This design comes from an exercise in tuning for small area on the open sky130 flow, not from production work. Function was checked by simulation only, so behaviour that the tests miss may differ from the original. Power figures rest on the tool's default switching activity, not on a simulated workload.

==> flow/design.v <==
`default_nettype none
package hdc_pkg;
  localparam int unsigned HV_DIM     = 128;
  localparam int unsigned IM_ADDR_W  = 10;
  localparam int unsigned SET_W      = 3;
  localparam int unsigned INDEX_W    = 7;
  localparam int unsigned SEED_W     = 32;
  localparam int unsigned NUM_SETS   = 8;
  localparam int unsigned BUND_CNT_W = 8;
  localparam logic [SEED_W-1:0] CIM_BASE_SEED = 32'd621635317;
  localparam logic [NUM_SETS*SEED_W-1:0] ORTHO_SEEDS = {
    32'd2535149661,
    32'd2525737372,
    32'd4032445525,
    32'd811160829,
    32'd2850820469,
    32'd3074702788,
    32'd2391206478,
    32'd1103779247
  };
endpackage
module hdc_nor2  (input wire a, input wire b, output wire y);                  assign y = ~(a | b);              endmodule
module hdc_nand2 (input wire a, input wire b, output wire y);                  assign y = ~(a & b);              endmodule
module hdc_and2  (input wire a, input wire b, output wire y);                  assign y = a & b;                 endmodule
module hdc_xor2  (input wire a, input wire b, output wire y);                  assign y = a ^ b;                 endmodule
module hdc_xnor2 (input wire a, input wire b, output wire y);                  assign y = ~(a ^ b);              endmodule
module hdc_o21ai (input wire a1, input wire a2, input wire b1, output wire y); assign y = ~((a1 | a2) & b1);     endmodule
module hdc_o21a  (input wire a1, input wire a2, input wire b1, output wire y); assign y = (a1 | a2) & b1;        endmodule
module hdc_a221o (input wire a1, input wire a2, input wire b1, input wire b2, input wire c1, output wire y);
  assign y = (a1 & a2) | (b1 & b2) | c1;
endmodule
module hdc_a22o  (input wire a1, input wire a2, input wire b1, input wire b2, output wire y);
  assign y = (a1 & a2) | (b1 & b2);
endmodule
module hdc_or3   (input wire a, input wire b, input wire c, output wire y);   assign y = a | b | c;             endmodule
module hdc_a21o  (input wire a1, input wire a2, input wire b1, output wire y); assign y = (a1 & a2) | b1;        endmodule
module hdc_mux2i (input wire a0, input wire a1, input wire s, output wire y);  assign y = ~(s ? a1 : a0);         endmodule
`default_nettype wire
`default_nettype none
module item_mem_port (
  input  logic        cim_i,
  input  logic [2:0]  set_i,
  input  logic [4:0]  rot_i,      
  output logic [31:0] nrot_o
);
  logic [31:0] seed;
  logic [4:0]  sel;
  logic [31:0] st [6];
  assign seed  = (cim_i ? hdc_pkg::CIM_BASE_SEED
                        : hdc_pkg::ORTHO_SEEDS[set_i*32 +: 32]);
  assign sel   = rot_i & {5{~cim_i}};
  assign st[0] = seed;
  for (genvar k = 0; k < 5; k++) begin : g_stage
    for (genvar j = 0; j < 32; j++) begin : g_bit
      hdc_mux2i u_mux (
        .a0 ( st[k][j]                   ),
        .a1 ( st[k][(j + 32 - (1 << k)) % 32] ),
        .s  ( sel[k]                     ),
        .y  ( st[k+1][j]                 )
      );
    end
  end
  assign nrot_o = st[5];
endmodule
`default_nettype wire
`default_nettype none
module hv_bundler (
  input  logic         clk_i,
  input  logic         arst_n_i,
  input  logic         valid_i,
  input  logic         last_i,
  input  logic [127:0] ue_i,       
  output logic         par_o,      
  output logic [127:0] qhv_o,
  output logic         qhv_valid_o
);
  logic start_q;
  logic par_q;
  logic qhv_valid_q;
  logic [127:0][7:0] x_q;
  logic [127:0][7:0] x_d;
  always_ff @(posedge clk_i or negedge arst_n_i) begin
    if (!arst_n_i) begin
      start_q     <= 1'b1;
      par_q       <= 1'b0;
      qhv_valid_q <= 1'b0;
    end else begin
      qhv_valid_q <= valid_i & last_i;
      if (valid_i) begin
        start_q <= last_i;
        par_q   <= ~par_o;
      end
    end
  end
  assign par_o = par_q & ~start_q;
  logic nvalid, nstart;
  assign nvalid = ~valid_i;
  assign nstart = ~start_q;
  for (genvar i = 0; i < 128; i++) begin : g_pos
    logic [7:0] u;
    logic [6:0] nm;
    logic       nm7, t7;
    assign u[0] = ue_i[i];
    for (genvar k = 0; k < 7; k++) begin : g_bit
      hdc_nor2  u_nm (.a(x_q[i][k]), .b(start_q), .y(nm[k]));
      hdc_a21o  u_u  (.a1(valid_i), .a2(nm[k]), .b1(u[k]), .y(u[k+1]));
      hdc_xnor2 u_d  (.a(nm[k]), .b(u[k]), .y(x_d[i][k]));
    end
    hdc_nor2  u_t7 (.a(nvalid), .b(u[7]), .y(t7));
    hdc_nand2 u_m7 (.a(x_q[i][7]), .b(nstart), .y(nm7));
    hdc_xnor2 u_d7 (.a(nm7), .b(t7), .y(x_d[i][7]));
    assign qhv_o[i] = x_q[i][7];
  end
  always_ff @(posedge clk_i) begin
    x_q <= x_d;
  end
  assign qhv_valid_o = qhv_valid_q;
endmodule
`default_nettype wire
`default_nettype none
module hdc_encoder_top (
  input  logic              clk_i,
  input  logic              arst_n_i,
  input  logic              req_valid_i,
  input  logic              req_last_i,
  input  logic              req_cim_a_i,
  input  logic              req_cim_b_i,
  input  logic [9:0]        req_addr_a_i,
  input  logic [9:0]        req_addr_b_i,
  output logic [127:0]      qhv_o,
  output logic              qhv_valid_o
);
  logic       valid_q;
  logic       last_q;
  logic       cim_a_q, cim_b_q;
  logic [2:0] set_a_q, set_b_q;
  logic [4:0] rot_a_q, rot_b_q;
  logic [6:0] lo_q, hi_q;
  logic [6:0] flip_a, flip_b, lo_d, hi_d;
  assign flip_a = req_cim_a_i ? req_addr_a_i[9:3] : 7'd0;
  assign flip_b = req_cim_b_i ? req_addr_b_i[9:3] : 7'd0;
  assign lo_d   = (flip_a < flip_b) ? flip_a : flip_b;
  assign hi_d   = (flip_a < flip_b) ? flip_b : flip_a;
  always_ff @(posedge clk_i or negedge arst_n_i) begin
    if (!arst_n_i) begin
      valid_q <= 1'b0;
    end else begin
      valid_q <= req_valid_i;
    end
  end
  always_ff @(posedge clk_i) begin
    last_q  <= req_last_i;
    cim_a_q <= req_cim_a_i;
    cim_b_q <= req_cim_b_i;
    set_a_q <= req_addr_a_i[9:7];
    set_b_q <= req_addr_b_i[9:7];
    rot_a_q <= req_addr_a_i[4:0];
    rot_b_q <= req_addr_b_i[4:0];
    lo_q    <= lo_d;
    hi_q    <= hi_d;
  end
  logic         par, nvalid;
  logic [31:0]  nrot_a, nrot_b, per_x, per_p, nper;
  logic [6:0]   lo, hi;
  assign nvalid = ~valid_q;
  item_mem_port u_im_a (.cim_i(cim_a_q), .set_i(set_a_q), .rot_i(rot_a_q), .nrot_o(nrot_a));
  item_mem_port u_im_b (.cim_i(cim_b_q), .set_i(set_b_q), .rot_i(rot_b_q), .nrot_o(nrot_b));
  for (genvar j = 0; j < 32; j++) begin : g_per
    hdc_xnor2 u_x (.a(nrot_a[j]), .b(nrot_b[j]), .y(per_x[j]));
    hdc_xor2  u_p (.a(per_x[j]), .b(par), .y(per_p[j]));
    hdc_nand2 u_v (.a(valid_q), .b(per_p[j]), .y(nper[j]));
  end
  assign lo = lo_q;
  assign hi = hi_q;
  logic [7:0]  grp_f, grp_a, grp_b;
  logic [15:0] ge_l, lt_l;
  logic        same;
  assign same = lo[6:4] == hi[6:4];
  always_comb begin
    for (int v = 0; v < 8; v++) begin
      grp_f[v] = valid_q & (v > lo[6:4]) & (v < hi[6:4]);
      grp_a[v] = valid_q & (v == lo[6:4]);
      grp_b[v] = valid_q & (v == hi[6:4]) & ~same;
    end
    for (int v = 0; v < 16; v++) begin
      lt_l[v] = v < hi[3:0];
      ge_l[v] = (v >= lo[3:0]) & (~same | lt_l[v]);
    end
  end
  logic [127:0] band, ue;
  for (genvar i = 0; i < 128; i++) begin : g_bind
    if (i / 16 == 0) begin : g_first
      logic nband;
      hdc_nand2 u_bd (.a(grp_a[0]), .b(ge_l[i%16]), .y(nband));
      hdc_xor2  u_e  (.a(nper[i % 32]), .b(nband), .y(ue[i]));
    end else if (i / 16 == 7) begin : g_last
      hdc_a22o  u_bd (.a1(grp_a[7]), .a2(ge_l[i%16]), .b1(grp_b[7]), .b2(lt_l[i%16]), .y(band[i]));
    end else begin : g_mid
      hdc_a221o u_bd (.a1(grp_a[i/16]), .a2(ge_l[i%16]), .b1(grp_b[i/16]), .b2(lt_l[i%16]),
                      .c1(grp_f[i/16]), .y(band[i]));
    end
    if (i / 16 != 0) begin : g_ue
      hdc_xnor2 u_e  (.a(nper[i % 32]), .b(band[i]), .y(ue[i]));
    end
  end
  hv_bundler u_bundler (
    .clk_i       ( clk_i       ),
    .arst_n_i    ( arst_n_i    ),
    .valid_i     ( valid_q     ),
    .last_i      ( last_q      ),
    .ue_i        ( ue          ),
    .par_o       ( par         ),
    .qhv_o       ( qhv_o       ),
    .qhv_valid_o ( qhv_valid_o )
  );
endmodule
`default_nettype wire
==> flow/flow/run.sh <==
#!/bin/bash
# Standard layout, with the port buffers made from the smallest buffer cell.
set -euo pipefail
bash standard.sh BUFFER_PORTS_ARGS="-buffer_cell sky130_fd_sc_hd__buf_1" finish > standard.log 2>&1
==> flow/standard.sh <==
#!/bin/bash
# synth_recipe.tcl (not shown) runs the flow's synth.tcl, then flattens the netlist and writes it again
# the make line also repeats each setting of config.mk as NAME=value (left out here)
make -C /OpenROAD-flow-scripts/flow DESIGN_CONFIG=/design/flow/config.mk WORK_HOME=/design/flow/orfs CLKGATE_MAP_FILE= SYNTH_SCRIPT=/design/flow/synth_recipe.tcl "${@:-finish}"
==> flow/config.mk <==
export PLATFORM = sky130hd
export DESIGN_NAME = hdc_encoder_top
export DESIGN_NICKNAME = hdc_encoder_top
export VERILOG_FILES = /design/flow/design.v
export SDC_FILE = /design/flow/constraint.sdc
export NUM_CORES = 4
export LEC_CHECK = 0
export ABC_AREA = 0
export CAP_MARGIN = 0
export CORE_MARGIN = 2
export CORE_UTILIZATION = 75
export CTS_CLUSTER_DIAMETER = 120
export CTS_CLUSTER_SIZE = 28
export GPL_ROUTABILITY_DRIVEN = 0
export PLACE_DENSITY = 0.85
export SETUP_SLACK_MARGIN = 0.1
export SLEW_MARGIN = 0
export SYNTH_HIERARCHICAL = 1
==> flow/constraint.sdc <==
create_clock -name core_clock -period 5.0 [get_ports {clk_i}]
set_input_delay 1.0000 -clock core_clock [delete_from_list [all_inputs] [get_ports {clk_i}]]
set_output_delay 1.0000 -clock core_clock [all_outputs]
set_load 0.01 [all_outputs]
==> summary.md, run 1 <==
| Metric | Value |
|---|---|
| Outcome | no timing/DRC/antenna violations |
| I/O pins | 155 |
| Port Buffers | 154 |
| R2R Setup Slk | 0.21 ns |
| Clock latency (worst-skew pair) | 0.63 ns |
| Non-Filler Instances | 6245 |
| Pre-antenna DRT Iters | 6 |
| Finish-stage setup viols | 0 |
| Worst-Margin Slew | 1.34 ns |
| Horiz. Die Dim | 263 um |
| Worst r2r dst | u_bundler.x_q[383] |
| P_leak | 23.1 nW |
| Post-synth EDFFs | 0 |
| Number of global-route vias before repair | 34400 |
| Layout area overhead | 5.96% |
| Most frequent CP cell | a21o_1 |
| Setup crit end kind | register |
| Final hold vios | 0 |
| Total Wirelength | 102000 um |
| Placed cells | 6186 |
| CTS Buffer Depth | 3 |
| Initial antenna violation count | 2 |
| Peak supply drop | 0.000467 V |
| Final design utilization | 80.7% |
| Slew margin rel. | 10.4% |
| Mapped Cells | 5232 |
| CTS tree | done |
| Worst-path clk slew | 0.12 ns |
| Synth Register Bits | 1061 |
| 1st-iter DRT viols | 2794 |
| PwrDens | 643 nW/um2 |
| Fraction of layout instances using a drive strength above 1 | 4.35% |
| DRC Markers | 0 |
| Sink Count | 1061 |
| Largest net degree at the start of global routing | 230 |
| Reg2Reg Depth | 21 |
| FILL cells | 4478 |
| Num CTS Buffers | 43 |
| Crit path arrival time | 5.35 ns |
| Mapped Area | 50300 um2 |
| Max Clk Rate | 209 MHz |
| Crit path required time | 5.55 ns |
| Final TNS setup | 0 ns |
| Crit path time final | 4.79 ns |
| Final net count | 5425 |
| Worst path slowest cell | or3_1 |
| Tcrit/Tclk final | 95.9% |
| Most common cell after layout, fill and taps aside | xnor2_1 |
| Kind of critical path | register to register |
| Chip Height | 263 um |
| Vias | 35400 |
| Clock H-tree levels | 2 |
| Top FF cell, synth | dfxtp_1 |
| RSZ-0062 raised after global routing | true |
| Grt total ovfl | 0 |
| Max-cap viol count | 0 |
| Core Area | 66100 um2 |
| Max Slew Vio Count | 0 |
| CP Max Fanout | 5 |
| Post-DP HPWL | 68600 um |
| Post-synth cell types | 51 |
| Post-synth ARST share | 0.377% |
| Commonest non-fill, non-tap cells in the layout | xnor2_1, nor2_1, dfxtp_1 |
| First-pass GRT wire length | 169000 um |
| Cell Chain, Critical Path | inv_2, ha_1, or3_1, mux2i_2, mux2i_1, mux2i_1, mux2i_1, mux2i_1, xnor2_1, xor2_1, nand2_2, xnor2_1, a21o_1, a21o_1, a21o_1, a21o_1, a21o_1, a21o_1, a21o_1, nor2_1, xnor2_1 |
| Hold crit path type | primary input to asynchronous set/reset pin |
| Root cell of the clock tree | clkbuf_16 |
| Initial Util | 76.1% |
| Final ANT Viol Nets | 0 |
| Die ar. | 69200 um2 |
| Launch point of the worst reg-to-reg path | set_a_q[0] |
| CP Launch Type | register |
| Delay of the slowest critical-path stage | 0.40 ns |
| Mean post-synth cell area | 9.62 um2 |
| Gr usage total | 28.7% |
| Proportion of synthesized chip area in sequential cells | 42.3% |
| Clock Skew | 0.0229 ns |
| Via-per-instance ratio | 5.66 |
| # diodes | 0 |
| Ys Warns | 11 |
| Drt wl/cell | 16.3 um |
| Num rows | 94 |
-- Yosys cell counts, drive strengths merged (7+ instances only) --
master / instances / area, um2
a22o: 16 / 140
a21o: 907 / 6810
mux2i: 334 / 3340
nand2b: 21 / 146
xor2: 51 / 447
inv: 19 / 71.3
dfxtp: 1057 / 21200
clkbuf: 7 / 26.3
buf: 143 / 1060
a211oi: 7 / 62.6
or2: 8 / 50.1
nor3: 11 / 55.1
xnor2: 1168 / 10200
nor2: 1055 / 3960
ha: 20 / 250
nor2b: 23 / 161
a21oi: 21 / 116
o21a: 9 / 67.6
nand2: 213 / 807
a221o: 96 / 961
-- Yosys stat by module, one instance, submodules excluded --
module	cells	flops+latches	area [um2]	times used
hdc_mux2i	1	0	10.0	320
hdc_nand2	1	0	3.75	176
hdc_nor2	1	0	3.75	1024
hdc_xor2	1	0	8.76	48
hdc_a22o	1	0	8.76	16
hdc_a21o	1	0	7.51	896
hdc_a221o	1	0	10.0	96
item_mem_port	70	0	482	2
hv_bundler	1162	1027	21600	1
hdc_xnor2	1	0	8.76	1168
hdc_encoder_top	186	34	1600	1
-- what timing repair did --
action	4_1_cts	5_1_grt
cloned	0	0
hold buffers	0	0
buffers inserted	0	12
resized for setup	2	69
endpoints found under the setup margin	16	153
pin swaps	0	11
-- critical path: cells and delay by family (launching register included) --
family / cells / cell delay [ns]
fa+ha+maj: 1 / 0.29
compound gates: 7 / 1.24
simple gates: 3 / 0.79
mux: 5 / 1.03
flops: 1 / 0.37
buf+inv: 1 / 0.08
xor+xnor: 4 / 0.92
-- per-stage QoR --
stage | total power [mW] | cell area [um2] | hold WS [ns] | worst slack, ns
after detailed placement | 30.0 | 51800 | 0.466 | 0.0923
final | 34.3 | 53300 | 0.197 | 0.207
after floorplan | 27.7 | 50400 | 0.449 | -4.36
after CTS | 34.3 | 52900 | 0.173 | 0.125
after global routing | 36.7 | 53300 | 0.190 | -0.00492
after global placement | 29.3 | 51800 | 0.464 | 0.251
-- area by class of cell --
class	instances	area, um2	area share [%]
multi-input combinational	4010	28300	53.1
sequential	1061	21300	39.9
timing repair buffer	244	1430	2.68
clock buffer	46	1130	2.12
tap	864	1080	2.03
inverter	19	76.3	0.143
clock inverter	1	5.00	0.00939
-- metal layers --
layer / vias to the layer above / global-route usage (%) / wire (um)
met1: 16700 / 38.1 / 45600
met5: - / 0 / 11
met4: 2 / 7.55 / 2600
met3: 164 / 4.70 / 5470
li1: 17700 / - / -
met2: 734 / 48.5 / 48000
-- cell families after synthesis --
| logic type | share of synthesized area, % |
|---|---|
| simple gates | 10.6 |
| xor+xnor | 21.2 |
| compound gates | 16.5 |
| flops | 42.3 |
| mux | 6.64 |
| buf+inv | 2.30 |
| fa+ha+maj | 0.497 |
| other cells | 0.0224 |
-- power by group --
group | total (mW) | switching (mW) | leakage (nW) | internal [mW]
Sequential | 14.3 | 1.28 | 8.94 | 13.0
Clock | 4.11 | 2.49 | 0.560 | 1.63
Combinational | 15.9 | 8.14 | 13.6 | 7.77
-- state kept, by name (all words and copies together), names as in the netlist, 3 cells and up --
signal	cells
set_a_q	3
rot_b_q	5
u_bundler.x_q	1024
lo_q	7
rot_a_q	5
set_b_q	3
hi_q	7
-- how the worst max path moves through the flow --
stage               start                   to  slack (ns)  cells past startpoint
6_report       set_a_q[0]   u_bundler.x_q[383]        0.21                     21
5_1_grt        set_a_q[2]   u_bundler.x_q[639]      -0.005                     21
4_1_cts        set_a_q[1]   u_bundler.x_q[351]        0.12                     22
3_5_place_dp   set_a_q[1]    u_bundler.x_q[15]        0.09                     21
3_3_place_gp   set_b_q[1]   u_bundler.x_q[119]        0.25                     22
2_1_floorplan     valid_q  u_bundler.x_q[1007]       -4.36                      3
==> inputs of run 2 (changes only) <==
==> flow/config.mk (replaced) <==
export PLATFORM = sky130hd
export DESIGN_NAME = hdc_encoder_top
export DESIGN_NICKNAME = hdc_encoder_top
export VERILOG_FILES = /design/flow/design.v
export SDC_FILE = /design/flow/constraint.sdc
export NUM_CORES = 4
export LEC_CHECK = 0
export ABC_AREA = 0
export CAP_MARGIN = 10
export CORE_MARGIN = 2
export CORE_UTILIZATION = 70
export CTS_CLUSTER_DIAMETER = 120
export CTS_CLUSTER_SIZE = 28
export GPL_ROUTABILITY_DRIVEN = 0
export PLACE_DENSITY = 0.8
export SETUP_SLACK_MARGIN = 0.05
export SLEW_MARGIN = 10
export SYNTH_HIERARCHICAL = 1
==> run 2 against run 1 <==
Net effect: die area rose by 7.0%; clock skew increased by 0.0094 ns; total power decreased by 0.23%; non-clock buffer count down 4; combinational power hardly changed; routed wire length is essentially flat; final cell count up 1.4%; sequential cell count is the same; register-to-register slack worse by 0.06 ns; critical path depth grew 1.
==> summary.md, run 2 <==
| Metric | Value |
|---|---|
| Top-count cell post-synth | xnor2_1 (unchanged) |
| Worst-Margin Slew | 1.28 ns (was 1.34 ns) |
| Root cell of the clock tree | clkbuf_16 (unchanged) |
| Most common cell after layout, fill and taps aside | xnor2_1 (unchanged) |
| Die ar. | 74100 um2 (was 69200 um2) |
| Top FF cell, synth | dfxtp_1 (unchanged) |
| Initial antenna violation count | 0 (was 2) |
| Mapped Area | 50300 um2 (unchanged) |
| Core Area | 71400 um2 (was 66100 um2) |
| Met2 Usage GRT | 43.1% (was 48.5%) |
| Clock H-tree levels | 2 (unchanged) |
| Num rows | 98 (was 94) |
| Commonest non-fill, non-tap cells in the layout | xnor2_1, nor2_1, dfxtp_1 (unchanged) |
| Pint | 22.4 mW (about the same) |
| Finish-stage setup viols | 0 (unchanged) |
| Mapped Cells | 5232 (unchanged) |
| Met1 GRT Util | 36.5% (was 38.1%) |
| Reg2Reg Depth | 22 (was 21) |
| Seq pwr share | 41.6% (about the same) |
| P_leak | 23.1 nW (about the same) |
| CTS Buffer Depth | 3 (unchanged) |
| RSZ-0062 raised after global routing | true (unchanged) |
| Critical Path Sink | u_bundler.x_q[55] (was u_bundler.x_q[383]) |
| Layout area overhead | 6.34% (was 5.96%) |
| Max Clk Rate | 206 MHz (was 209 MHz) |
| Max Slew Vio Count | 0 (unchanged) |
| Num CTS Buffers | 44 (was 43) |
| DRC Markers | 0 (unchanged) |
| Clock latency (worst-skew pair) | 0.62 ns (was 0.63 ns) |
| Pre-antenna DRT Iters | 6 (unchanged) |
| Clock Skew | 0.0323 ns (was 0.0229 ns) |
| Synth top area share | 42.0% (unchanged) |
| Crit path time final | 4.85 ns (was 4.79 ns) |
| Gr usage total | 26.5% (was 28.7%) |
| Final TNS setup | 0 ns (unchanged) |
| Met3 usage | 4.41% (was 4.70%) |
| Final hold vios | 0 (unchanged) |
| Combinational Power Share | 46.1% (was 46.4%) |
| Mean post-synth cell area | 9.62 um2 (unchanged) |
| Synth Register Bits | 1061 (unchanged) |
| Initial Util | 70.5% (was 76.1%) |
| First-pass GRT wire length | 165000 um (was 169000 um) |
| Number of global-route vias before repair | 33100 (was 34400) |
| I/O pins | 155 (unchanged) |
| Kind of critical path | register to register (unchanged) |
| Chip Height | 272 um (was 263 um) |
| Total Wirelength | 102000 um (about the same) |
| Worst r2r dst | u_bundler.x_q[55] (was u_bundler.x_q[383]) |
| Fraction of layout instances using a drive strength above 1 | 4.33% (was 4.35%) |
| Grt total ovfl | 0 (unchanged) |
| Sink Count | 1061 (unchanged) |
| Outcome | no timing/DRC/antenna violations (unchanged) |
| Post-synth ARST share | 0.377% (unchanged) |
| Peak supply drop | 0.000440 V (was 0.000467 V) |
| Crit path required time | 5.55 ns (about the same) |
| Crit path arrival time | 5.40 ns (was 5.35 ns) |
| Clock power frac | 12.2% (was 12.0%) |
| Ys Warns | 11 (unchanged) |
| Max-cap viol count | 0 (unchanged) |
| Hold crit path type | primary input to asynchronous set/reset pin (unchanged) |
| Port Buffers | 154 (unchanged) |
| GRT busiest layer | met2 (unchanged) |
| Net Sw Frac | 34.5% (was 34.7%) |
| Final design utilization | 75.0% (was 80.7%) |
| Setup crit end kind | register (unchanged) |
| Hold slack | 0.215 ns (was 0.197 ns) |
| Slew margin rel. | 14.2% (was 10.4%) |
| Tcrit/Tclk final | 97.0% (was 95.9%) |
| Post-synth EDFFs | 0 (unchanged) |
| Largest net degree at the start of global routing | 197 (was 230) |
| Post-synth cell types | 51 (unchanged) |
| Number of flip-flops in the largest register | 1024 (unchanged) |
| Launch point of the worst reg-to-reg path | set_a_q[0] (unchanged) |
| Worst-path clk slew | 0.11 ns (was 0.12 ns) |
| Proportion of synthesized chip area in sequential cells | 42.3% (unchanged) |
| CTS tree | done (unchanged) |
| PwrDens | 639 nW/um2 (was 643 nW/um2) |
| Sw Pwr | 11.8 mW (was 11.9 mW) |
| Post-DP HPWL | 68100 um (was 68600 um) |
| Via-per-instance ratio | 5.53 (was 5.66) |
| Post-synth top area cell | dfxtp_1 (unchanged) |
| Largest Register | u_bundler.x_q (unchanged) |
| CP Max Fanout | 7 (was 5) |
| Most common library cells after synthesis | xnor2_1, dfxtp_1, nor2_1, a21o_1, mux2i_1 (unchanged) |
| Drt wl/cell | 16.1 um (was 16.3 um) |
| CP Launch Type | register (unchanged) |
| Critical path startpoint | set_a_q[0] (unchanged) |
| 1st-iter DRT viols | 2725 (was 2794) |
| Final net count | 5422 (was 5425) |
| Top cells by area, synth | dfxtp_1, xnor2_1, a21o_1, nor2_1, mux2i_1 (unchanged) |
| R2R Setup Slk | 0.15 ns (was 0.21 ns) |
| Hold Buf Count CTS | 0 (unchanged) |
| Vias | 35000 (was 35400) |
| Overall Power | 34.2 mW (was 34.3 mW) |
| Final ANT Viol Nets | 0 (unchanged) |
| Horiz. Die Dim | 272 um (was 263 um) |
| Largest regs | u_bundler.x_q x1024, hi_q x7, lo_q x7 (unchanged) |
## run 2: cell counts after synthesis
No cell type changed its count.
## run 2: modules after synthesis (local to each module, per instance)
module | times used | flip-flops and latches | area [um2]
hdc_a22o | 16 | 0 | 8.76
hdc_mux2i | 320 | 0 | 10.0
hdc_a221o | 96 | 0 | 10.0
hdc_a21o | 896 | 0 | 7.51
hdc_nor2 | 1024 | 0 | 3.75
item_mem_port | 2 | 0 | 482
hdc_xnor2 | 1168 | 0 | 8.76
hdc_xor2 | 48 | 0 | 8.76
hdc_encoder_top | 1 | 34 | 1600
hv_bundler | 1 | 1027 | 21600
hdc_nand2 | 176 | 0 | 3.75
## run 2: layout make-up
class	instances	area, um2
clock inverters	2	38.8
repair buffers	240	1450
multi-input cells	4010	28300
diodes	2	5.00
inverters	19	80.1
well taps	950	1190
clock buffers	48	1140
flip-flops and latches	1061	21300
fillers	5334	17800
## run 2: worst max-delay path, cell delays in order (launching register included)
cell     delay, ns
dfxtp_2       0.42
inv_1         0.15
ha_1          0.29
a21oi_2       0.20
nor2b_4       0.19
mux2i_1       0.12
mux2i_1       0.22
mux2i_1       0.15
mux2i_1       0.27
mux2i_1       0.19
xnor2_1       0.25
xor2_1        0.33
nand2_4       0.21
xor2_4        0.27
a21o_1        0.20
a21o_1        0.18
a21o_1        0.18
a21o_1        0.18
a21o_1        0.19
a21o_1        0.18
a21o_1        0.15
nor2_1        0.13
xnor2_1       0.13
## run 2: how the worst min path moves through the flow
stage	startpoint	end	slack [ns]	depth (start not counted)
final	arst_n_i	u_bundler.qhv_valid_q	0.21	1
after CTS	arst_n_i	u_bundler.qhv_valid_q	0.21	1
after global placement	last_q	u_bundler.qhv_valid_q	0.46	1
after floorplan	last_q	u_bundler.qhv_valid_q	0.45	1
after global routing	arst_n_i	u_bundler.qhv_valid_q	0.21	1
after detailed placement	u_bundler.x_q[967]	u_bundler.x_q[967]	0.47	2
## run 2: stage by stage
step | worst slack [ns] | cells | instance area (um2)
CTS | 0.0549 | 6325 | 53200
finish | 0.148 | 6332 | 53500
global route | -0.0595 | 6330 | 53500
detailed placement | 0.122 | 6275 | 52000
floorplan | -4.36 | 5240 | 50400
global placement | 0.177 | 6275 | 52000
## run 2: power groups by stage
stage                     logic [mW]  clock network, mW  registers, mW
after detailed placement        15.5                  0           14.4
after global routing            17.4               4.59           14.6
after floorplan                 13.5                  0           14.3
after CTS                       15.7               4.31           14.3
after global placement          15.0                  0           14.3
final                           15.8               4.19           14.2
## run 2: per-layer routing
| metal | vias to the layer above | part of all wire, % |
|---|---|---|
| li1 | 17700 | - |
| met4 | 0 | 2.4 |
| met2 | 721 | 46 |
| met5 | - | 0 |
| met1 | 16500 | 47 |
| met3 | 150 | 5.2 |
## run 2: what timing repair did
action / CTS / global route
setup endpoints to repair: 0 / 167
setup buffers: 0 / 5
resized for setup: 0 / 72
## run 2: cell families (layout without fill, tap and decap cells)
| kind of cell | after synthesis | in the layout | synth area share (%) |
|---|---|---|---|
| AND/OR/NAND/NOR | 1352 | 1352 | 10.6 |
| adder cells (fa/ha/maj) | 20 | 20 | 0.497 |
| multiplexers | 334 | 334 | 6.64 |
| other | 3 | 13 | 0.0224 |
| buffers and inverters | 169 | 309 | 2.30 |
| AO/OA/AOI/OAI | 1074 | 1074 | 16.5 |
| flip-flops | 1061 | 1061 | 42.3 |
| XOR/XNOR | 1219 | 1219 | 21.2 |

==> separate check: timing with driven ports <==
The results above use ideal ports. As a check the final layouts listed here were re-extracted and re-timed, cells and wires unchanged. Step 1 sets driving cells, clkbuf_16 on the clock port and buf_2 on the other inputs (assumed; they add their load-dependent delay and slew). Step 2 also shifts input and output timing later by t, the mid clock arrival at the registers, as if the neighbouring blocks saw the same clock. a / b / c = ideal / step 1 / step 2; a / b = the first two.
| run | shift t [ns] | setup slack, ns | worst hold slack (ns) | latest minus earliest clock arrival (ns) |
|---|---|---|---|---|
| run 1 | 0.685 | 0.207 / 0.207 / 0.207 | 0.197 / 0.154 / 0.482 | 0.026 / 0.026 |
| run 2 | 0.672 | 0.148 / 0.148 / 0.148 | 0.215 / 0.167 / 0.482 | 0.032 / 0.032 |
After both steps every run listed still meets setup and hold.
